Source: an optimization exercise on an open RTL-to-GDS flow (aim: a short achievable clock period and few clock cycles). Production flows keep margins and buffers that such runs may drop.
Only simulation tests tie the RTL to the original design; equivalence was not proved.

**flow/design.v**
```verilog
package mc_data_path_pkg;
    localparam logic [6:0] OP_R      = 7'b0110011;
    localparam logic [6:0] OP_I      = 7'b0010011;
    localparam logic [6:0] OP_LOAD   = 7'b0000011;
    localparam logic [6:0] OP_STORE  = 7'b0100011;
    localparam logic [6:0] OP_BRANCH = 7'b1100011;
    localparam logic [3:0] ALU_AND  = 4'b0000;
    localparam logic [3:0] ALU_OR   = 4'b0001;
    localparam logic [3:0] ALU_ADD  = 4'b0010;
    localparam logic [3:0] ALU_XOR  = 4'b0011;
    localparam logic [3:0] ALU_SLL  = 4'b0100;
    localparam logic [3:0] ALU_SRL  = 4'b0101;
    localparam logic [3:0] ALU_SUB  = 4'b0110;
    localparam logic [3:0] ALU_SLT  = 4'b0111;
    localparam logic [3:0] ALU_SRA  = 4'b1000;
    localparam logic [3:0] ALU_SLTU = 4'b1001;
    localparam logic [3:0] ALU_NOR  = 4'b1100;
    function automatic logic [31:0] alu_32(input logic [31:0] a,
                                           input logic [31:0] b,
                                           input logic [3:0]  cc);
        logic [31:0] y;
        case (cc)
            ALU_AND:  y = a & b;
            ALU_OR:   y = a | b;
            ALU_ADD:  y = a + b;
            ALU_XOR:  y = a ^ b;
            ALU_SLL:  y = a << b[4:0];
            ALU_SRL:  y = a >> b[4:0];
            ALU_SUB:  y = a - b;
            ALU_SLT:  y = {31'b0, $signed(a) < $signed(b)};
            ALU_SRA:  y = $signed(a) >>> b[4:0];
            ALU_SLTU: y = {31'b0, a < b};
            ALU_NOR:  y = ~(a | b);
            default:  y = '0;
        endcase
        alu_32 = y;
    endfunction
    function automatic logic alu_zero(input logic [31:0] a,
                                      input logic [31:0] b,
                                      input logic [3:0]  cc);
        logic z;
        case (cc)
            ALU_AND:          z = ~|(a & b);
            ALU_OR:           z = ~|(a | b);
            ALU_ADD:          z = ((a ^ b) == {a[30:0] | b[30:0], 1'b0});
            ALU_XOR, ALU_SUB: z = (a == b);
            ALU_SLL:          z = ~|(a << b[4:0]);
            ALU_SRL:          z = ~|(a >> b[4:0]);
            ALU_SLT:          z = ~($signed(a) < $signed(b));
            ALU_SRA:          z = ~a[31] & ~|(a >> b[4:0]);
            ALU_SLTU:         z = ~(a < b);
            ALU_NOR:          z = &(a | b);
            default:          z = 1'b1;
        endcase
        alu_zero = z;
    endfunction
    function automatic logic [31:0] imm_gen(input logic [31:0] ins);
        logic [31:0] imm;
        case (ins[6:0])
            OP_I, OP_LOAD: imm = {{20{ins[31]}}, ins[31:20]};
            OP_STORE:      imm = {{20{ins[31]}}, ins[31:25], ins[11:7]};
            OP_BRANCH:     imm = {{19{ins[31]}}, ins[31], ins[7], ins[30:25], ins[11:8], 1'b0};
            default:       imm = '0;
        endcase
        imm_gen = imm;
    endfunction
    function automatic logic [32:0] ks_carry(input logic [31:0] g,
                                             input logic [31:0] p,
                                             input logic        cin);
        logic [31:0] gg, pp, gn, pn;
        gg    = g;
        pp    = p;
        gg[0] = g[0] | (p[0] & cin);
        for (int d = 1; d < 32; d = d * 2) begin
            gn = gg;
            pn = pp;
            for (int i = d; i < 32; i++) begin
                gn[i] = gg[i] | (pp[i] & gg[i-d]);
                pn[i] = pp[i] & pp[i-d];
            end
            gg = gn;
            pp = pn;
        end
        ks_carry = {gg, cin};
    endfunction
    function automatic logic blk_carry(input logic [7:0] g0,
                                       input logic [7:0] g1,
                                       input logic       cin,
                                       input int         b);
        logic c, p;
        c = 1'b0;
        for (int j = 0; j < b; j++) begin
            p = 1'b1;
            for (int m = j + 1; m < b; m++) begin
                p = p & g1[m];
            end
            c = c | (g0[j] & p);
        end
        p = cin;
        for (int m = 0; m < b; m++) begin
            p = p & g1[m];
        end
        blk_carry = c | p;
    endfunction
    function automatic logic blk_carry8(input logic [7:0] g0,
                                        input logic [7:0] g1,
                                        input logic       cin);
        logic c, p;
        c = 1'b0;
        for (int j = 0; j < 8; j++) begin
            p = 1'b1;
            for (int m = j + 1; m < 8; m++) begin
                p = p & g1[m];
            end
            c = c | (g0[j] & p);
        end
        p = cin;
        for (int m = 0; m < 8; m++) begin
            p = p & g1[m];
        end
        blk_carry8 = c | p;
    endfunction
endpackage
module mc_regfile #(
    parameter int DATA_W     = 32,
    parameter int RF_ADDRESS = 5
) (
    input  logic                  clk,
    input  logic                  rst_n,
    input  logic                  we,
    input  logic [RF_ADDRESS-1:0] waddr,
    input  logic [DATA_W-1:0]     wdata,
    input  logic                  byp_en,
    input  logic [RF_ADDRESS-1:0] raddr1,
    output logic [DATA_W-1:0]     rdata1,
    input  logic [RF_ADDRESS-1:0] raddr2,
    output logic [DATA_W-1:0]     rdata2
);
    localparam int NREG = 2 ** RF_ADDRESS;
    logic [DATA_W-1:0] regs_q [NREG];
    always_ff @(posedge clk or negedge rst_n) begin
        if (!rst_n) begin
            for (int i = 0; i < NREG; i++) begin
                regs_q[i] <= '0;
            end
        end else if (we && (waddr != '0)) begin
            regs_q[waddr] <= wdata;
        end
    end
    assign rdata1 = (raddr1 == '0) ? '0 :
                    (byp_en && (waddr == raddr1)) ? wdata : regs_q[raddr1];
    assign rdata2 = (raddr2 == '0) ? '0 :
                    (byp_en && (waddr == raddr2)) ? wdata : regs_q[raddr2];
endmodule
module mc_alu_s1 (
    input  logic [31:0] a,
    input  logic [31:0] o,
    output logic [31:0] r_and,
    output logic [31:0] r_or,
    output logic [31:0] r_xor,
    output logic [31:0] sa0,      
    output logic [31:0] sa1,      
    output logic [7:0]  ga0,      
    output logic [7:0]  ga1,      
    output logic [31:0] ss0,      
    output logic [31:0] ss1,      
    output logic [7:0]  gs0,
    output logic [7:0]  gs1,
    output logic [31:0] sh_l,     
    output logic [31:0] sh_r,     
    output logic [31:0] sh_a,     
    output logic [1:0]  sh_n,     
    output logic        ltu,
    output logic        lts,
    output logic [15:0] z         
);
    logic [31:0] ml, mr;
    logic        zsrl;
    assign r_and = a & o;
    assign r_or  = a | o;
    assign r_xor = a ^ o;
    always_comb begin
        for (int b = 0; b < 8; b++) begin
            {ga0[b], sa0[4*b +: 4]} = {1'b0, a[4*b +: 4]} + {1'b0, o[4*b +: 4]};
            {ga1[b], sa1[4*b +: 4]} = {1'b0, a[4*b +: 4]} + {1'b0, o[4*b +: 4]} + 5'd1;
            {gs0[b], ss0[4*b +: 4]} = {1'b0, a[4*b +: 4]} + {1'b0, ~o[4*b +: 4]};
            {gs1[b], ss1[4*b +: 4]} = {1'b0, a[4*b +: 4]} + {1'b0, ~o[4*b +: 4]} + 5'd1;
        end
    end
    assign ltu = ~mc_data_path_pkg::blk_carry8(gs0, gs1, 1'b1);
    assign lts = (a[31] ^ o[31]) ? a[31] : ltu;
    assign sh_l = a << {o[4:2], 2'b00};
    assign sh_r = a >> {o[4:2], 2'b00};
    assign sh_a = $signed(a) >>> {o[4:2], 2'b00};
    assign sh_n = o[1:0];
    assign ml   = a & (32'hFFFF_FFFF >> o[4:0]);
    assign mr   = a & (32'hFFFF_FFFF << o[4:0]);
    assign zsrl = ~|mr;
    always_comb begin
        z = '1;
        z[mc_data_path_pkg::ALU_AND]  = ~|r_and;
        z[mc_data_path_pkg::ALU_OR]   = ~|r_or;
        z[mc_data_path_pkg::ALU_ADD]  = (r_xor == {r_or[30:0], 1'b0});
        z[mc_data_path_pkg::ALU_XOR]  = ~|r_xor;
        z[mc_data_path_pkg::ALU_SLL]  = ~|ml;
        z[mc_data_path_pkg::ALU_SRL]  = zsrl;
        z[mc_data_path_pkg::ALU_SUB]  = ~|r_xor;
        z[mc_data_path_pkg::ALU_SLT]  = ~lts;
        z[mc_data_path_pkg::ALU_SRA]  = ~a[31] & zsrl;
        z[mc_data_path_pkg::ALU_SLTU] = ~ltu;
        z[mc_data_path_pkg::ALU_NOR]  = &r_or;
    end
endmodule
module mc_alu_s2 (
    input  logic [31:0]       r_and,
    input  logic [31:0]       r_or,
    input  logic [31:0]       r_xor,
    input  logic [31:0]       sa0,
    input  logic [31:0]       sa1,
    input  logic [7:0]        ga0,
    input  logic [7:0]        ga1,
    input  logic [31:0]       ss0,
    input  logic [31:0]       ss1,
    input  logic [7:0]        gs0,
    input  logic [7:0]        gs1,
    input  logic [31:0]       sh_l,
    input  logic [31:0]       sh_r,
    input  logic [31:0]       sh_a,
    input  logic [1:0]        sh_n,
    input  logic              ltu,
    input  logic              lts,
    output logic [15:0][31:0] y
);
    logic [7:0]  ca, cs;      
    logic [31:0] y_add, y_sub;
    always_comb begin
        for (int b = 0; b < 8; b++) begin
            ca[b] = mc_data_path_pkg::blk_carry(ga0, ga1, 1'b0, b);
            cs[b] = mc_data_path_pkg::blk_carry(gs0, gs1, 1'b1, b);
            y_add[4*b +: 4] = ca[b] ? sa1[4*b +: 4] : sa0[4*b +: 4];
            y_sub[4*b +: 4] = cs[b] ? ss1[4*b +: 4] : ss0[4*b +: 4];
        end
    end
    always_comb begin
        for (int k = 0; k < 16; k++) begin
            y[k] = '0;
        end
        y[mc_data_path_pkg::ALU_AND]  = r_and;
        y[mc_data_path_pkg::ALU_OR]   = r_or;
        y[mc_data_path_pkg::ALU_ADD]  = y_add;
        y[mc_data_path_pkg::ALU_XOR]  = r_xor;
        y[mc_data_path_pkg::ALU_SLL]  = sh_l << sh_n;
        y[mc_data_path_pkg::ALU_SRL]  = sh_r >> sh_n;
        y[mc_data_path_pkg::ALU_SUB]  = y_sub;
        y[mc_data_path_pkg::ALU_SLT]  = {31'b0, lts};
        y[mc_data_path_pkg::ALU_SRA]  = $signed(sh_a) >>> sh_n;
        y[mc_data_path_pkg::ALU_SLTU] = {31'b0, ltu};
        y[mc_data_path_pkg::ALU_NOR]  = ~r_or;
    end
endmodule
module mc_data_path #(
    parameter int              PC_W       = 10,
    parameter int              INS_W      = 32,
    parameter int              DATA_W     = 32,
    parameter int              RF_ADDRESS = 5,
    parameter int              DM_ADDRESS = 9,
    parameter int              ALU_CC_W   = 4,
    parameter logic [PC_W-1:0] RESET_PC   = '0
) (
    input  logic                  clk,
    input  logic                  reset,
    input  logic                  reg_write,
    input  logic                  mem2reg,
    input  logic                  alu_src,
    input  logic                  mem_write,
    input  logic                  mem_read,
    input  logic                  branch,
    input  logic [ALU_CC_W-1:0]   alu_cc,
    output logic                  imem_req,
    output logic [PC_W-1:0]       imem_addr,
    input  logic [INS_W-1:0]      imem_rdata,
    input  logic                  imem_valid,
    output logic                  dmem_req,
    output logic                  dmem_we,
    output logic [DM_ADDRESS-1:0] dmem_addr,
    output logic [DATA_W-1:0]     dmem_wdata,
    input  logic [DATA_W-1:0]     dmem_rdata,
    input  logic                  dmem_valid,
    output logic [6:0]            opcode,
    output logic [6:0]            funct7,
    output logic [2:0]            funct3,
    output logic [DATA_W-1:0]     alu_result,
    output logic [PC_W-1:0]       pc,
    output logic                  retire
);
    localparam int CW   = 6 + ALU_CC_W;    
    localparam int NKEY = 128;             
    logic              run_q, ex_q, ex_d;
    logic [PC_W-1:0]   pc_q, pc_d, pc4_q, tgt_q, base_q, base_d;
    logic [INS_W-1:0]  ir_q;
    logic [DATA_W-1:0] b_q, aluout_q;
    logic [31:0] r_and_b_d, r_and_b_q;
    logic [31:0] r_or_b_d, r_or_b_q;
    logic [31:0] r_xor_b_d, r_xor_b_q;
    logic [31:0] sa0_b_d, sa0_b_q;
    logic [31:0] sa1_b_d, sa1_b_q;
    logic [7:0] ga0_b_d, ga0_b_q;
    logic [7:0] ga1_b_d, ga1_b_q;
    logic [31:0] ss0_b_d, ss0_b_q;
    logic [31:0] ss1_b_d, ss1_b_q;
    logic [7:0] gs0_b_d, gs0_b_q;
    logic [7:0] gs1_b_d, gs1_b_q;
    logic [31:0] sh_l_b_d, sh_l_b_q;
    logic [31:0] sh_r_b_d, sh_r_b_q;
    logic [31:0] sh_a_b_d, sh_a_b_q;
    logic [1:0] sh_n_b_d, sh_n_b_q;
    logic ltu_b_d, ltu_b_q;
    logic lts_b_d, lts_b_q;
    logic [31:0] r_and_i_d, r_and_i_q;
    logic [31:0] r_or_i_d, r_or_i_q;
    logic [31:0] r_xor_i_d, r_xor_i_q;
    logic [31:0] sa0_i_d, sa0_i_q;
    logic [31:0] sa1_i_d, sa1_i_q;
    logic [7:0] ga0_i_d, ga0_i_q;
    logic [7:0] ga1_i_d, ga1_i_q;
    logic [31:0] ss0_i_d, ss0_i_q;
    logic [31:0] ss1_i_d, ss1_i_q;
    logic [7:0] gs0_i_d, gs0_i_q;
    logic [7:0] gs1_i_d, gs1_i_q;
    logic [31:0] sh_l_i_d, sh_l_i_q;
    logic [31:0] sh_r_i_d, sh_r_i_q;
    logic [31:0] sh_a_i_d, sh_a_i_q;
    logic [1:0] sh_n_i_d, sh_n_i_q;
    logic ltu_i_d, ltu_i_q;
    logic lts_i_d, lts_i_q;
    logic [31:0]       z_d, z_q;
    logic [CW-1:0]           cw_q, cw_in, cw_f;
    logic [31:0]             sel_q;
    logic [NKEY-1:0][CW-1:0] cwt_q;
    logic [6:0]              key_f, key_q;
    logic                    c_reg_write, c_mem2reg, c_alu_src, c_mem_write, c_mem_read, c_branch;
    logic [3:0]              c_alu_cc;
    logic [DATA_W-1:0]       rs1_data, rs2_data, alu_y, rf_wdata, imm_f;
    logic [31:0][DATA_W-1:0] y_all;
    logic                    cw_ok, zsel, take, need_d, rf_we, byp_en, fetch_hs;
    logic [PC_W-1:0]         npc, pc4_f, tgt_f;
    mc_alu_s2 u_ex_b (.y(y_all[15:0]), .r_and(r_and_b_q), .r_or(r_or_b_q), .r_xor(r_xor_b_q), .sa0(sa0_b_q), .sa1(sa1_b_q), .ga0(ga0_b_q), .ga1(ga1_b_q), .ss0(ss0_b_q), .ss1(ss1_b_q), .gs0(gs0_b_q), .gs1(gs1_b_q), .sh_l(sh_l_b_q), .sh_r(sh_r_b_q), .sh_a(sh_a_b_q), .sh_n(sh_n_b_q), .ltu(ltu_b_q), .lts(lts_b_q));
    mc_alu_s2 u_ex_i (.y(y_all[31:16]), .r_and(r_and_i_q), .r_or(r_or_i_q), .r_xor(r_xor_i_q), .sa0(sa0_i_q), .sa1(sa1_i_q), .ga0(ga0_i_q), .ga1(ga1_i_q), .ss0(ss0_i_q), .ss1(ss1_i_q), .gs0(gs0_i_q), .gs1(gs1_i_q), .sh_l(sh_l_i_q), .sh_r(sh_r_i_q), .sh_a(sh_a_i_q), .sh_n(sh_n_i_q), .ltu(ltu_i_q), .lts(lts_i_q));
    assign cw_in = {reg_write, mem2reg, alu_src, mem_write, mem_read, branch, alu_cc};
    assign {c_reg_write, c_mem2reg, c_alu_src, c_mem_write, c_mem_read, c_branch, c_alu_cc} = cw_q;
    assign cw_ok = (cw_in == cw_q);
    always_comb begin
        alu_y = '0;
        for (int k = 0; k < 32; k++) begin
            alu_y = alu_y | ({DATA_W{sel_q[k]}} & y_all[k]);
        end
    end
    assign zsel     = |(sel_q & z_q);
    assign take     = c_branch & zsel;
    assign npc      = take ? tgt_q : pc4_q;
    assign need_d   = c_mem_read | c_mem_write;
    assign retire   = ex_q & cw_ok & (~need_d | dmem_valid);
    assign rf_we    = retire & c_reg_write & ~c_mem_write;
    assign byp_en   = ex_q & c_reg_write & ~c_mem_write;
    assign rf_wdata = c_mem2reg ? dmem_rdata : alu_y;
    assign dmem_req   = ex_q & cw_ok & need_d;
    assign dmem_we    = ex_q & c_mem_write;
    assign dmem_addr  = alu_y[DM_ADDRESS-1:0];
    assign dmem_wdata = b_q;
    assign imem_req  = ex_q ? retire : run_q;
    assign imem_addr = (ex_q & take) ? tgt_q : base_q;
    assign fetch_hs  = imem_req & imem_valid;
    assign imm_f     = mc_data_path_pkg::imm_gen(imem_rdata);
    assign key_f     = {imem_rdata[30], imem_rdata[6:4] ^ imem_rdata[3:1], imem_rdata[14:12]};
    assign key_q     = {ir_q[30], ir_q[6:4] ^ ir_q[3:1], ir_q[14:12]};
    assign cw_f      = cwt_q[key_f];
    always_comb begin
        if (!ex_q) begin
            pc4_f = pc_q + PC_W'(4);
            tgt_f = pc_q + imm_f[PC_W-1:0];
        end else if (take) begin
            pc4_f = tgt_q + PC_W'(4);
            tgt_f = tgt_q + imm_f[PC_W-1:0];
        end else begin
            pc4_f = pc4_q + PC_W'(4);
            tgt_f = pc4_q + imm_f[PC_W-1:0];
        end
    end
    mc_regfile #(.DATA_W(DATA_W), .RF_ADDRESS(RF_ADDRESS)) u_rf (
        .clk    (clk),
        .rst_n  (reset),
        .we     (rf_we),
        .waddr  (ir_q[7 +: RF_ADDRESS]),
        .wdata  (rf_wdata),
        .byp_en (byp_en),
        .raddr1 (imem_rdata[15 +: RF_ADDRESS]),
        .rdata1 (rs1_data),
        .raddr2 (imem_rdata[20 +: RF_ADDRESS]),
        .rdata2 (rs2_data)
    );
    mc_alu_s1 u_f_b (.a(rs1_data), .o(rs2_data), .z(z_d[15:0]), .r_and(r_and_b_d), .r_or(r_or_b_d), .r_xor(r_xor_b_d), .sa0(sa0_b_d), .sa1(sa1_b_d), .ga0(ga0_b_d), .ga1(ga1_b_d), .ss0(ss0_b_d), .ss1(ss1_b_d), .gs0(gs0_b_d), .gs1(gs1_b_d), .sh_l(sh_l_b_d), .sh_r(sh_r_b_d), .sh_a(sh_a_b_d), .sh_n(sh_n_b_d), .ltu(ltu_b_d), .lts(lts_b_d));
    mc_alu_s1 u_f_i (.a(rs1_data), .o(imm_f), .z(z_d[31:16]), .r_and(r_and_i_d), .r_or(r_or_i_d), .r_xor(r_xor_i_d), .sa0(sa0_i_d), .sa1(sa1_i_d), .ga0(ga0_i_d), .ga1(ga1_i_d), .ss0(ss0_i_d), .ss1(ss1_i_d), .gs0(gs0_i_d), .gs1(gs1_i_d), .sh_l(sh_l_i_d), .sh_r(sh_r_i_d), .sh_a(sh_a_i_d), .sh_n(sh_n_i_d), .ltu(ltu_i_d), .lts(lts_i_d));
    assign ex_d   = fetch_hs | (ex_q & ~retire);
    assign pc_d   = retire ? npc : pc_q;
    assign base_d = ex_d ? (fetch_hs ? pc4_f : pc4_q) : pc_d;
    always_ff @(posedge clk or negedge reset) begin
        if (!reset) begin
            run_q    <= 1'b0;
            ex_q     <= 1'b0;
            pc_q     <= RESET_PC;
            base_q   <= RESET_PC;
            pc4_q    <= '0;
            tgt_q    <= '0;
            ir_q     <= '0;
            b_q      <= '0;
            aluout_q <= '0;
            z_q      <= '0;
            cw_q     <= '0;
            sel_q    <= '0;
            cwt_q    <= '0;
            r_and_b_q <= '0;
            r_or_b_q <= '0;
            r_xor_b_q <= '0;
            sa0_b_q <= '0;
            sa1_b_q <= '0;
            ga0_b_q <= '0;
            ga1_b_q <= '0;
            ss0_b_q <= '0;
            ss1_b_q <= '0;
            gs0_b_q <= '0;
            gs1_b_q <= '0;
            sh_l_b_q <= '0;
            sh_r_b_q <= '0;
            sh_a_b_q <= '0;
            sh_n_b_q <= '0;
            ltu_b_q <= '0;
            lts_b_q <= '0;
            r_and_i_q <= '0;
            r_or_i_q <= '0;
            r_xor_i_q <= '0;
            sa0_i_q <= '0;
            sa1_i_q <= '0;
            ga0_i_q <= '0;
            ga1_i_q <= '0;
            ss0_i_q <= '0;
            ss1_i_q <= '0;
            gs0_i_q <= '0;
            gs1_i_q <= '0;
            sh_l_i_q <= '0;
            sh_r_i_q <= '0;
            sh_a_i_q <= '0;
            sh_n_i_q <= '0;
            ltu_i_q <= '0;
            lts_i_q <= '0;
        end else begin
            run_q  <= 1'b1;
            ex_q   <= ex_d;
            pc_q   <= pc_d;
            base_q <= base_d;
            if (retire) begin
                aluout_q <= alu_y;
            end
            if (ex_q && !cw_ok) begin
                cw_q         <= cw_in;
                sel_q        <= 32'b1 << {alu_src, alu_cc};
                cwt_q[key_q] <= cw_in;
            end
            if (fetch_hs) begin
                ir_q  <= imem_rdata;
                b_q   <= rs2_data;
                pc4_q <= pc4_f;
                tgt_q <= tgt_f;
                z_q   <= z_d;
                cw_q  <= cw_f;
                sel_q <= 32'b1 << {cw_f[7], cw_f[3:0]};
                r_and_b_q <= r_and_b_d;
                r_or_b_q <= r_or_b_d;
                r_xor_b_q <= r_xor_b_d;
                sa0_b_q <= sa0_b_d;
                sa1_b_q <= sa1_b_d;
                ga0_b_q <= ga0_b_d;
                ga1_b_q <= ga1_b_d;
                ss0_b_q <= ss0_b_d;
                ss1_b_q <= ss1_b_d;
                gs0_b_q <= gs0_b_d;
                gs1_b_q <= gs1_b_d;
                sh_l_b_q <= sh_l_b_d;
                sh_r_b_q <= sh_r_b_d;
                sh_a_b_q <= sh_a_b_d;
                sh_n_b_q <= sh_n_b_d;
                ltu_b_q <= ltu_b_d;
                lts_b_q <= lts_b_d;
                r_and_i_q <= r_and_i_d;
                r_or_i_q <= r_or_i_d;
                r_xor_i_q <= r_xor_i_d;
                sa0_i_q <= sa0_i_d;
                sa1_i_q <= sa1_i_d;
                ga0_i_q <= ga0_i_d;
                ga1_i_q <= ga1_i_d;
                ss0_i_q <= ss0_i_d;
                ss1_i_q <= ss1_i_d;
                gs0_i_q <= gs0_i_d;
                gs1_i_q <= gs1_i_d;
                sh_l_i_q <= sh_l_i_d;
                sh_r_i_q <= sh_r_i_d;
                sh_a_i_q <= sh_a_i_d;
                sh_n_i_q <= sh_n_i_d;
                ltu_i_q <= ltu_i_d;
                lts_i_q <= lts_i_d;
            end
        end
    end
    assign opcode     = ir_q[6:0];
    assign funct7     = ir_q[31:25];
    assign funct3     = ir_q[14:12];
    assign alu_result = aluout_q;
    assign pc         = pc_q;
endmodule
```
**flow/run.sh**
```bash
#!/bin/bash
# synth_recipe.tcl (not shown) runs the flow's synth.tcl, then flattens the netlist and writes it again
# the make line also repeats each setting of config.mk as NAME=value (left out here)
make -C /OpenROAD-flow-scripts/flow DESIGN_CONFIG=/design/flow/config.mk WORK_HOME=/design/flow/orfs CLKGATE_MAP_FILE= SYNTH_SCRIPT=/design/flow/synth_recipe.tcl finish
```
**flow/config.mk**
```make
export PLATFORM = sky130hd
export DESIGN_NAME = mc_data_path
export DESIGN_NICKNAME = mc_data_path
export VERILOG_FILES = /design/flow/design.v
export SDC_FILE = /design/flow/constraint.sdc
export NUM_CORES = 4
export LEC_CHECK = 0
export CAP_MARGIN = 40
export CORE_MARGIN = 2
export CORE_UTILIZATION = 40
export SETUP_SLACK_MARGIN = 5
export SLEW_MARGIN = 40
export TNS_END_PERCENT = 100
```
**flow/constraint.sdc**
```tcl
create_clock -name core_clock -period 9.0 [get_ports {clk}]
set_input_delay 1.8000 -clock core_clock [delete_from_list [all_inputs] [get_ports {clk}]]
set_output_delay 1.8000 -clock core_clock [all_outputs]
set_load 0.01 [all_outputs]
```
==> impl_metrics.ini, run 1 <==
[run_status]
outcome = aborted with a tool error
failing_step = global routing
error_line = [ERROR GRT-0232] Routing congestion too high. Check the congestion heatmap in the GUI.

[clocking]
clock_path_buffers = 4
ctsHoldBuffers = 0
clock_sinks = 3092
h-tree-depth = 5
cts_made_buffers = 355
clockRootBuffer = clkbuf_16

[synth]
ys_warn_count = 5
ys_types = 126
synthFlopType = dfrtp_1
syn_inst = 16700
synth.area.top_cells = dfrtp_1 (48%), o21ai_0 (11%), nand2_1 (6.2%), mux4_2 (6.0%), a22oi_1 (3.0%)
synth_edf_count = 0
post-synth-top-area-cell = dfrtp_1
syn_area_mm2 = 0.162
synth-async-reset-ratio_pct = 100
ys_seq_area_share_pct = 47.7
synth_top_area_share_pct = 47.7
ys_ff_latch = 3092
synthesis.area_per_instance_um2 = 9.72
synthesis.nets = 17000

[global_route]
track_usage_pct = 63.3
grt_overflow = 10
grt_max_degree = 148

[place]
port_buffers = 191
gp_congestion = 1.05
hpwl_mm = 615
dpl_cell_area_mm2 = 0.176
dp.cells = 21400
place_ws_ns = 0.788

[floorplanning]
initial_utilization_pct = 40.2
die-height_um = 641
die-width_um = 641
rows = 233
io_pins = 192
==> stage by stage <==
step	hold slack, ns	util, %
2_1_floorplan	0.433	-
3_3_place_gp	0.452	43.2
3_5_place_dp	0.457	43.5
4_1_cts	0.468	58.5
==> how the worst max path moves through the flow <==
stage                               to  slack (ns)  cells after the start
after global placement          z_q[7]        0.68                     22
after floorplan                 z_q[7]        3.54                     20
after CTS                 imem_addr[8]        3.44                      9
after detailed placement       z_q[23]        0.79                     20
==> cells in the mapped netlist (all sizes together) (44+ instances only) <==
master and count:
a22oi 644, clkbuf 1167, nand3 379, dfrtp 3092
a21o 64, xnor2 167, o21ai 3449, nand2 2692
o22ai 161, and2 53, nand2b 45, nor2 553
inv 196, nor3 114, a21oi 357, mux2 360
o22a 50, nand4 235, xor2 103, a222oi 47
buf 343, a22o 245, o211ai 44, mux2i 410
ha 244, a211oi 48, mux4 431, and3 137
a221oi 62, nor4 140
==> cell families after synthesis <==
| family | after synthesis | synth area share, % |
|---|---|---|
| other cells | 1 | 0.00231 |
| fa+ha+maj | 278 | 2.30 |
| flops | 3092 | 47.7 |
| compound gates | 5586 | 20.7 |
| xor+xnor | 270 | 1.47 |
| mux | 1201 | 11.0 |
| buf+inv | 1710 | 4.36 |
| simple gates | 4539 | 12.3 |
==> metal layers <==
metal | global-route usage, % | GRT overflow
met2 | 75.9 | 2
met5 | 32.7 | 1
met4 | 58.3 | 4
met1 | 65.7 | 1
met3 | 50.0 | 2
==> timing repair <==
item / in CTS
gates cloned: 383
buffers inserted: 1855
setup endpoints to repair: 3106
hold endpoints to repair: 0
gates resized for setup: 5923
pin swaps: 1334
Testbench counts, summed over its fixed seeds: cycles 31,585.
==> run 2: changes to the inputs <==
--- a/flow/config.mk
+++ b/flow/config.mk
@@ -7,7 +7,7 @@
 export LEC_CHECK = 0
 export CAP_MARGIN = 40
 export CORE_MARGIN = 2
-export CORE_UTILIZATION = 40
-export SETUP_SLACK_MARGIN = 5
+export CORE_UTILIZATION = 30
+export SETUP_SLACK_MARGIN = 4
 export SLEW_MARGIN = 40
-export TNS_END_PERCENT = 100
+export TNS_END_PERCENT = 20
==> run 2 against run 1 <==
Net effect:
- the run now finishes clean
- area after synthesis stayed put
- synthesized cell count stayed put
==> impl_metrics.ini, run 2 <==
[clocking]
clock_path_buffers = 4
insertion_delay_ns = 1.06
clock_sinks = 3092
tritoncts = done
cts_made_buffers = 360
h-tree-depth = 5
path_clk_slew_ns = 0.06
clockRootBuffer = clkbuf_16

[drt]
ant_nets = 0
drt_iter0_markers = 25000
viasPerCell = 6.34
routed_wirelength_mm = 972
post_drt_wl_per_cell_um = 39.1
drtPass1Iterations = 12
vias = 158000
drc = 0

[global_route]
grt_first_pass_wirelength_mm = 1290
track_usage_pct = 33.8
grt_pass1_vias = 147000
grt_max_degree = 168
antenna_found_initial = 98
grt_overflow = 0

[finish]
syn_to_final_growth_pct = 26.7
layout-drive-gt1-share_pct = 24.2
final_area_mm2 = 0.205
fin_cells = 24900
largest_registers = cwt_q (1280), u_rf.regs_q (992)
largest_reg_flops = 1280
final_cell_mix = o21ai_0 (3,334), dfrtp_1 (3,068), nand2_1 (2,557)
layout_commonest_cell = o21ai_0
final_net_count = 17700
final_util_pct = 38.2
top_register = cwt_q

[critical_path]
path_common_cell = buf_12
crit_type = reg2reg
end_kind = flop
rr_worst_depth = 21
worstPathArrival_ns = 6.66
critPathTopFamily = compound AO/OA/AOI/OAI gates
crit_required_ns = 9.92
crit_path_max_incr_delay_ns = 0.63
worstSetupPathDepth = 21
path_buf_inv = 6
cp_max_fo = 8
worstPathCellList = buf_12 -> buf_8 -> mux2_4 -> a22oi_2 -> nand4_1 -> nor4_4 -> buf_6 -> o221ai_4 -> o41ai_4 -> buf_12 -> o22a_4 -> inv_1 -> buf_4 -> ha_1 -> nor2_2 -> xnor2_1 -> nand3b_1 -> nand2_2 -> a41oi_4 -> o21ai_4 -> a22o_1
cp-endpoint = z_q[23]
r2r-start = b_q[0]
rr_endpoint = z_q[23]
crit_slowest_cell = nand4_1
crit_path_start_kind = flop
reg2reg_slack_ns = 3.26
crit_start = b_q[0]

[synth]
synthesis.nets = 17000
yosys-top-cells-count = o21ai_0 (3,426), dfrtp_1 (3,092), nand2_1 (2,691)
ys_ff_latch = 3092
synthesis.area_per_instance_um2 = 9.72
synthFlopType = dfrtp_1
syn_area_mm2 = 0.162
post-synth-top-area-cell = dfrtp_1
ys_types = 126
synth.most_common_cell = o21ai_0
synth_top_area_share_pct = 47.7
ys_seq_area_share_pct = 47.7
syn_inst = 16700
synth_edf_count = 0
synth.area.top_cells = dfrtp_1 (48%), o21ai_0 (11%), nand2_1 (6.2%), mux4_2 (6.0%), a22oi_1 (3.0%)
ys_warn_count = 5
synth-async-reset-ratio_pct = 100

[timing]
fmax_mhz = 174
tightest_slew_ns = 0.984
period_minus_slack_ns = 5.74
setup_violations = 0
slew_violations = 0
hold_viol = 0
rsz0062_at_grt = yes
setup_tns_ns = 0
relSlewSlack_pct = 34.4
min_period_over_period_pct = 63.8
finClkSkew_ns = 0.115

[place]
dpl_cell_area_mm2 = 0.176
hpwl_mm = 661
dp.cells = 23400
port_buffers = 191
gp_congestion = 1.08

[floorplanning]
die_area_mm2 = 0.546
rows = 269
io_pins = 192
die-height_um = 739
core_area_mm2 = 0.538
die-width_um = 739
initial_utilization_pct = 30.2

[worst_hold_path]
hold_path_class = reg2reg

[run_status]
outcome = no timing/DRC/antenna violations

[run]
cap_violations = 0
## run 2: cell counts after synthesis
Identical to the previous run, type by type.
## run 2: final cells by class
class | instances | area (µm²)
repair buffers | 1783 | 19300
inverters | 200 | 886
well taps | 7181 | 8980
diodes | 74 | 185
clock buffers | 518 | 10400
fillers | 53000 | 332000
multi-input cells | 11900 | 86200
clock inverters | 132 | 1910
flip-flops and latches | 3092 | 77400
## run 2: layer usage
| metal | wire length (µm) | share of wire (%) | GRT usage [%] |
|---|---|---|---|
| met3 | 131000 | 13 | 12.1 |
| met5 | 548 | 0.056 | 0 |
| met1 | 363000 | 37 | 43.5 |
| met4 | 86400 | 8.9 | 23.2 |
| met2 | 391000 | 40 | 47.4 |
## run 2: logic make-up (layout without fill, tap and decap cells)
kind of cell / Yosys count / count (layout) / synth area share, %
adder cells (fa/ha/maj): 278 / 278 / 2.30
AND/OR/NAND/NOR: 4539 / 4550 / 12.3
flip-flops: 3092 / 3092 / 47.7
multiplexers: 1201 / 1201 / 11.0
buffers and inverters: 1710 / 2633 / 4.36
other: 1 / 75 / 0.00231
XOR/XNOR: 270 / 270 / 1.47
AO/OA/AOI/OAI: 5586 / 5587 / 20.7
## run 2: metrics by stage
step	hold WS, ns	worst slack (ns)
after global placement	0.455	0.436
after floorplan	0.433	3.54
after global routing	0.488	3.36
after detailed placement	0.459	0.791
final	0.472	3.26
after CTS	0.471	3.42
## run 2: worst min-delay path by stage
stage                startpoint     endpoint  cells past startpoint
global placement    sa0_b_q[11]  sa0_b_q[11]                      2
global route        sa1_i_q[25]  sa1_i_q[25]                      2
CTS                 ss1_i_q[29]  ss1_i_q[29]                      2
detailed placement      z_q[27]      z_q[27]                      1
finish              sa1_i_q[17]  sa1_i_q[17]                      2
floorplan              cwt_q[2]     cwt_q[2]                      2
## run 2: worst reg2reg max path: stages, from the launching register on
cell,delay (ns)
dfrtp_4,0.50
buf_12,0.17
buf_8,0.17
mux2_4,0.32
a22oi_2,0.52
nand4_1,0.64
nor4_4,0.37
buf_6,0.24
o221ai_4,0.20
o41ai_4,0.33
buf_12,0.20
o22a_4,0.22
inv_1,0.12
buf_4,0.20
ha_1,0.24
nor2_2,0.15
xnor2_1,0.14
nand3b_1,0.17
nand2_2,0.10
a41oi_4,0.33
o21ai_4,0.11
a22o_1,0.20
## run 2: repair_timing
| item | 4_1_cts | 5_1_grt |
|---|---|---|
| buffers inserted | 485 | 226 |
| pin swaps | 254 | 249 |
| gates cloned | 28 | 33 |
| hold buffers | 0 | 0 |
| setup endpoints to repair | 2718 | 1491 |
| resized for setup | 1373 | 714 |
==> run 3: changes to the inputs <==
--- a/flow/config.mk
+++ b/flow/config.mk
@@ -8,6 +8,6 @@
 export CAP_MARGIN = 40
 export CORE_MARGIN = 2
 export CORE_UTILIZATION = 30
-export SETUP_SLACK_MARGIN = 4
+export SETUP_SLACK_MARGIN = 5
 export SLEW_MARGIN = 40
-export TNS_END_PERCENT = 20
+export TNS_END_PERCENT = 40
==> run 3 against run 2 <==
Net effect:
- final cell count grew 4.9%
- final area rose by 15%
- clock skew grew 0.039 ns
- first-iteration DRC count increased by 19%
- the layout now fails its checks (max-capacitance violations, max-slew violations)
==> impl_metrics.ini, run 3 <==
[clocking]
clockRootBuffer = clkbuf_16
insertion_delay_ns = 1.16
path_clk_slew_ns = 0.06
tritoncts = done
ctsHoldBuffers = 0
cts_made_buffers = 359
clock_sinks = 3092
h-tree-depth = 5
clock_path_buffers = 4

[timing]
min_period_over_period_pct = 63.6
relSlewSlack_pct = -26.5
fmax_mhz = 175
whs_ns = 0.469
setup_tns_ns = 0
setup_violations = 0
rsz0062_at_grt = yes
period_minus_slack_ns = 5.72
hold_viol = 0
tightest_slew_ns = 1.89
finClkSkew_ns = 0.154
slew_violations = 19

[synth]
synth.area.top_cells = dfrtp_1 (48%), o21ai_0 (11%), nand2_1 (6.2%), mux4_2 (6.0%), a22oi_1 (3.0%)
ys_types = 126
syn_inst = 16700
yosys-top-cells-count = o21ai_0 (3,426), dfrtp_1 (3,092), nand2_1 (2,691)
ys_warn_count = 5
synth.most_common_cell = o21ai_0
synth-async-reset-ratio_pct = 100
syn_area_mm2 = 0.162
synthFlopType = dfrtp_1
post-synth-top-area-cell = dfrtp_1
synth_top_area_share_pct = 47.7
synth_edf_count = 0
synthesis.area_per_instance_um2 = 9.72
ys_ff_latch = 3092
ys_seq_area_share_pct = 47.7
synthesis.nets = 17000

[critical_path]
end_kind = primary output
path_buf_inv = 2
crit_path_start_kind = flop
crit_slowest_cell = or4_4
crit_required_ns = 7.20
worstPathArrival_ns = 3.92
cp_max_fo = 4
critPathTopFamily = simple AND/OR/NAND/NOR gates
worstPathCellList = or4_4 -> o41ai_4 -> nand4_1 -> o21a_4 -> and2_4 -> buf_12 -> mux2_2 -> buf_2
r2r-start = b_q[0]
crit_path_max_incr_delay_ns = 0.54
crit_start = sel_q[31]
crit_type = reg2out

[floorplanning]
die-height_um = 739
initial_utilization_pct = 30.2
die_area_mm2 = 0.546
die-width_um = 739
io_pins = 192
core_area_mm2 = 0.538
rows = 269

[run_status]
failed_checks = max-capacitance violations, max-slew violations
outcome = failed layout checks

[worst_hold_path]
holdCritStartpoint = sa0_i_q[9]
hold_path_class = reg2reg

[global_route]
grt_first_pass_wirelength_mm = 1420
track_usage_pct = 37.6
grt_pass1_vias = 159000
antenna_found_initial = 134
grt_max_degree = 168
grt_overflow = 0

[finish]
layout_commonest_cell = dfrtp_1
syn_to_final_growth_pct = 45.4
top_register = cwt_q
seqCellArea_mm2 = 0.0774
largest_reg_flops = 1280
largest_registers = cwt_q (1280), u_rf.regs_q (992)
final_net_count = 18800
final_cell_mix = dfrtp_1 (3,066), nand2_1 (2,407), o21ai_0 (1,352)
fill_cells = 49100
layout-drive-gt1-share_pct = 38.8
multi_input_area_mm2 = 0.0975

[run]
cap_violations = 2

[place]
port_buffers = 191
hpwl_mm = 643
gp_congestion = 1.05

[drt]
viasPerCell = 6.71
drtPass1Iterations = 14
wl_met3_mm = 179
drc = 0
vias = 175000
post_drt_wl_per_cell_um = 42.6
drt_iter0_markers = 29700
top_layer = met5
dr_wl_met2_mm = 422
wl_met1_mm = 378
routed_wirelength_mm = 1110
ant_nets = 0
[run 3: cell families after synthesis]
group,count (synthesis),synth area share [%]
buf+inv,1710,4.36
simple gates,4539,12.3
flops,3092,47.7
mux,1201,11.0
xor+xnor,270,1.47
compound gates,5586,20.7
other cells,1,0.00231
fa+ha+maj,278,2.30
[run 3: metal layers]
layer,global-route usage (%),up-vias
li1,-,65100
met1,44.7,86900
met2,50.2,16900
met3,18.2,6137
met4,31.8,131
met5,1.71,-
[run 3: path summary, 6_finish.rpt]
| kind | cells after the start | end | slack [ns] |
|---|---|---|---|
| worst max register to register | 25 | z_q[7] | 3.34 |
| worst max-delay path | 8 | imem_addr[3] | 3.28 |
| max in group asynchronous | 5 | u_rf.regs_q[22][12] | 5.93 |
| worst min-delay path | 2 | sa0_i_q[9] | 0.47 |
| min in group asynchronous | 1 | u_rf.regs_q[29][14] | 0.60 |
| worst min register to register | 2 | sa0_i_q[9] | 0.47 |
[run 3: final cells by class]
class	count	area share (%)
multi-input combinational	11900	41.4
inverter	200	0.420
timing repair buffer	2923	16.2
sequential	3092	32.8
timing repair inverter	2	0.00849
antenna	132	0.140
clock buffer	522	4.40
clock inverter	130	0.783
tap	7181	3.81
[run 3: through the flow]
step | instance area (µm²) | instances | utilization (%) | setup WS [ns]
after floorplan | 168000 | 16700 | - | 3.54
after global placement | 177000 | 23200 | 32.9 | 0.936
after detailed placement | 178000 | 23300 | 33.1 | 1.14
after CTS | 223000 | 25500 | 41.5 | 3.26
after global routing | 235000 | 26000 | 43.8 | 3.26
final | 236000 | 26100 | 43.9 | 3.28
[run 3: tightest hold or removal path, delay by kind of cell, from the launching register on]
family           cells  cell delay [ns]
and+or+nand+nor      2             0.10
DFF                  1             0.34
[run 3: timing repair]
action	in CTS	in global routing
setup endpoints to repair	3104	3065
resized for setup	4451	2049
pin swaps	1145	839
setup buffers	1242	427
gates cloned	259	70
==> run 4: changes to the inputs <==
--- a/flow/design.v
+++ b/flow/design.v
@@ -294,7 +294,7 @@
     output logic                  retire
 );
     localparam int CW   = 6 + ALU_CC_W;    
-    localparam int NKEY = 128;             
+    localparam int NKEY = 256;             
     logic              run_q, ex_q, ex_d;
     logic [PC_W-1:0]   pc_q, pc_d, pc4_q, tgt_q, base_q, base_d;
     logic [INS_W-1:0]  ir_q;
@@ -336,8 +336,9 @@
     logic [31:0]       z_d, z_q;
     logic [CW-1:0]           cw_q, cw_in, cw_f;
     logic [31:0]             sel_q;
+    logic                    br_q;
     logic [NKEY-1:0][CW-1:0] cwt_q;
-    logic [6:0]              key_f, key_q;
+    logic [7:0]              key_f, key_q;
     logic                    c_reg_write, c_mem2reg, c_alu_src, c_mem_write, c_mem_read, c_branch;
     logic [3:0]              c_alu_cc;
     logic [DATA_W-1:0]       rs1_data, rs2_data, alu_y, rf_wdata, imm_f;
@@ -356,7 +357,7 @@
         end
     end
     assign zsel     = |(sel_q & z_q);
-    assign take     = c_branch & zsel;
+    assign take     = br_q & zsel;
     assign npc      = take ? tgt_q : pc4_q;
     assign need_d   = c_mem_read | c_mem_write;
     assign retire   = ex_q & cw_ok & (~need_d | dmem_valid);
@@ -368,11 +369,12 @@
     assign dmem_addr  = alu_y[DM_ADDRESS-1:0];
     assign dmem_wdata = b_q;
     assign imem_req  = ex_q ? retire : run_q;
-    assign imem_addr = (ex_q & take) ? tgt_q : base_q;
+    assign imem_addr = take ? tgt_q : base_q;
     assign fetch_hs  = imem_req & imem_valid;
     assign imm_f     = mc_data_path_pkg::imm_gen(imem_rdata);
-    assign key_f     = {imem_rdata[30], imem_rdata[6:4] ^ imem_rdata[3:1], imem_rdata[14:12]};
-    assign key_q     = {ir_q[30], ir_q[6:4] ^ ir_q[3:1], ir_q[14:12]};
+    assign key_f     = {imem_rdata[30], imem_rdata[6:4] ^ imem_rdata[3:1], imem_rdata[2] ^ imem_rdata[0],
+                        imem_rdata[14:12]};
+    assign key_q     = {ir_q[30], ir_q[6:4] ^ ir_q[3:1], ir_q[2] ^ ir_q[0], ir_q[14:12]};
     assign cw_f      = cwt_q[key_f];
     always_comb begin
         if (!ex_q) begin
@@ -417,6 +419,7 @@
             z_q      <= '0;
             cw_q     <= '0;
             sel_q    <= '0;
+            br_q     <= 1'b0;
             cwt_q    <= '0;
             r_and_b_q <= '0;
             r_or_b_q <= '0;
@@ -460,7 +463,11 @@
             if (retire) begin
                 aluout_q <= alu_y;
             end
+            if (!ex_d) begin
+                br_q <= 1'b0;
+            end
             if (ex_q && !cw_ok) begin
+                br_q         <= branch;
                 cw_q         <= cw_in;
                 sel_q        <= 32'b1 << {alu_src, alu_cc};
                 cwt_q[key_q] <= cw_in;
@@ -472,6 +479,7 @@
                 tgt_q <= tgt_f;
                 z_q   <= z_d;
                 cw_q  <= cw_f;
+                br_q  <= cw_f[4];
                 sel_q <= 32'b1 << {cw_f[7], cw_f[3:0]};
                 r_and_b_q <= r_and_b_d;
                 r_or_b_q <= r_or_b_d;
--- a/flow/config.mk
+++ b/flow/config.mk
@@ -8,6 +8,6 @@
 export CAP_MARGIN = 40
 export CORE_MARGIN = 2
 export CORE_UTILIZATION = 30
-export SETUP_SLACK_MARGIN = 5
+export SETUP_SLACK_MARGIN = 4
 export SLEW_MARGIN = 40
-export TNS_END_PERCENT = 40
+export TNS_END_PERCENT = 20
==> run 4 against run 3 <==
Net effect:
- critical endpoint is now z_q[25]
- fmax up 0.72%
- the layout fails its checks (antenna violations)
- clock-buffer cell count rose by 173
- worst setup slack improved by 0.041 ns
==> impl_metrics.ini, run 4 <==
[run_status]
outcome = failed layout checks
failed_checks = antenna violations

[synth]
ys_warn_count = 5
synth.most_common_cell = dfrtp_1
synth_top_family_by_area = compound AO/OA/AOI/OAI gates
synthMuxAreaShare_pct = 12.4
synth_edf_count = 0
synthAdderAreaFrac_pct = 1.70
synthesis.nets = 21900
synthFlopType = dfrtp_1
syn_area_mm2 = 0.221
ys_ff_latch = 4373
synth.area.top_cells = dfrtp_1 (50%), o21ai_0 (9.6%), mux4_2 (8.6%), nand2_1 (5.4%), clkbuf_1 (2.8%)
post-synth-top-area-cell = dfrtp_1
syn_inst = 21500
yosys.area_share.simple_pct = 10.4
synthXorXnorAreaFrac_pct = 1.12
synth-async-reset-ratio_pct = 100
ys_seq_area_share_pct = 49.6
synth-compound-area-share_pct = 20.6
yosys-top-cells-count = dfrtp_1 (4,373), o21ai_0 (4,248), nand2_1 (3,193)
synthesis.area_per_instance_um2 = 10.3
synth_top_area_share_pct = 49.6
ys_types = 126

[clocking]
cts_made_buffers = 483
path_clk_slew_ns = 0.06
clock_sinks = 4373
tritoncts = done
h-tree-depth = 5
clockRootBuffer = clkbuf_16
insertion_delay_ns = 1.27
clock_path_buffers = 4

[global_route]
grt_pass1_vias = 197000
antenna_found_initial = 216
grt_first_pass_wirelength_mm = 1810
grt_overflow = 0
grt_max_degree = 162
track_usage_pct = 35.6

[drt]
drtPass1Iterations = 10
ant_nets = 2
drc = 0
drt_iter0_markers = 37400
post_drt_wl_per_cell_um = 43.0
routed_wirelength_mm = 1420
viasPerCell = 6.63
vias = 219000

[critical_path]
crit_type = in2reg
worstPathArrival_ns = 6.67
cp-endpoint = z_q[25]
crit_slowest_cell = nor4_4
rr_endpoint = z_q[25]
crit_path_max_incr_delay_ns = 0.77
end_kind = flop
cp_max_fo = 11
crit_path_start_kind = input pin
rr_worst_depth = 20
crit_start = imem_rdata[15]
r2r-start = cw_q[8]
crit_required_ns = 9.99
reg2reg_slack_ns = 3.38

[timing]
fmax_mhz = 176
period_minus_slack_ns = 5.68
rsz0062_at_grt = yes
finClkSkew_ns = 0.201
slew_violations = 0
hold_viol = 0
tightest_slew_ns = 1.04
worst_slack_ns = 3.32
setup_violations = 0
min_period_over_period_pct = 63.1
relSlewSlack_pct = 30.6
setup_tns_ns = 0

[finish]
syn_to_final_growth_pct = 27.4
fill_cells = 71100
largest_reg_flops = 2560
layout_commonest_cell = dfrtp_1
top_register = cwt_q
final_net_count = 22800
largest_registers = cwt_q (2560), u_rf.regs_q (992)
final_cell_mix = dfrtp_1 (4,351), o21ai_0 (4,153), nand2_1 (2,995)
final_area_mm2 = 0.281
layout-drive-gt1-share_pct = 26.0
final_util_pct = 38.4

[run]
cap_violations = 0

[floorplanning]
rows = 314
initial_utilization_pct = 30.1
die-width_um = 861
die-height_um = 861
die_area_mm2 = 0.742
io_pins = 192
core_area_mm2 = 0.732

[place]
port_buffers = 191
dpl_cell_area_mm2 = 0.241
hpwl_mm = 929
place_ws_ns = 0.629
gp_congestion = 1.07

[worst_hold_path]
hold_path_class = reg2reg
run 4: changes by cell type in the layout (fill, tap and decap cells not counted), moves of 169 or more:
cell	before	now
a21oi_1	227	401
a22o_1	244	648
buf_12	464	295
buf_16	290	93
buf_6	513	294
dfrtp_1	3066	4351
diode_2	132	398
mux4_2	431	847
nand2_1	2407	2995
nor2_1	343	591
o21ai_0	1352	4153
o21ai_1	839	165
o21ai_2	1113	23
o2bb2ai_1	7	199
run 4: layer usage:
layer | GRT usage (%) | wire (µm) | part of all wire (%)
met1 | 42.3 | 486000 | 34
met2 | 49.2 | 561000 | 39
met3 | 14.9 | 211000 | 15
met4 | 30.9 | 162000 | 11
met5 | 0.224 | 1340 | 0.094
run 4: how the worst min path moves through the flow:
stage | start | endpoint | slack, ns | depth (start not counted)
2_1_floorplan | z_q[27] | z_q[27] | 0.41 | 2
3_3_place_gp | z_q[27] | z_q[27] | 0.44 | 2
3_5_place_dp | z_q[27] | z_q[27] | 0.44 | 2
4_1_cts | z_q[27] | z_q[27] | 0.46 | 2
5_1_grt | z_q[27] | z_q[27] | 0.49 | 2
6_report | z_q[27] | z_q[27] | 0.45 | 2
run 4: final cells by class:
class                      count  area (µm²)  share of cell area [%]
multi-input combinational  14900      113000                    40.0
sequential                  4373      109000                    38.9
timing repair buffer        2483       28000                    9.95
clock buffer                 695       14200                    5.04
tap                         9796       12300                    4.36
clock inverter               199        2860                    1.02
antenna                      398         996                   0.354
inverter                     210         902                   0.321
run 4: worst max-delay path, delay by kind of cell:
family          cells  cell delay [ns]
compound gates      9             1.85
fa+ha+maj           1             0.22
buf+inv            10             1.55
simple gates        5             1.24
run 4: logic make-up after synthesis:
kind of cell               after synthesis
AOI/OAI and AO/OA                     7424
xor gates and xnor gates               280
adders and majority gates              280
buffers and inverters                 2260
DFF                                   4373
muxes                                 1633
other                                    1
and+or+nand+nor                       5261
run 4: per-stage QoR:
stage | instances | hold WS (ns)
final | 33100 | 0.452
after global routing | 32700 | 0.492
after detailed placement | 30700 | 0.441
after global placement | 30600 | 0.435
after CTS | 32100 | 0.456
after floorplan | 21500 | 0.414
run 4: what timing repair did:
action / 4_1_cts / 5_1_grt
endpoints found under the setup margin: 3990 / 2742
cloned: 41 / 93
buffers inserted: 486 / 436
gates resized for setup: 1368 / 1083
pin swaps: 244 / 300
hold buffers: 0 / 0
Testbench counts of run 4, summed over its fixed seeds: cycles 31,111.

static timing again, ports no longer ideal:
How much do the figures lean on ideal ports? The routed layouts below were timed once more, with nothing changed but the port constraints. Step 1: set_driving_cell puts a clkbuf_16 on clk and a buf_2 on each other input, an assumption about the parent block. Step 2 times the ports against the registers' clock, not the clock port: input delays grow and output delays shrink by t, the midpoint of the rising clock arrivals with the driver on. Slacks: ideal ports / drivers / drivers and shift; pairs: ideal ports / drivers.
run	t, ns	setup WS [ns]	slew at the worst register clock pin (ns)
run 2	1.163	3.260 / 3.170 / 2.007	0.08 / 0.08
run 3	1.236	3.279 / 3.136 / 2.111	0.09 / 0.09
run 4	1.296	3.320 / 3.097 / 1.801	0.08 / 0.08
The setup slack of run 4, which loses most, moves by -0.223 ns with the drivers and by -1.519 ns with both steps.
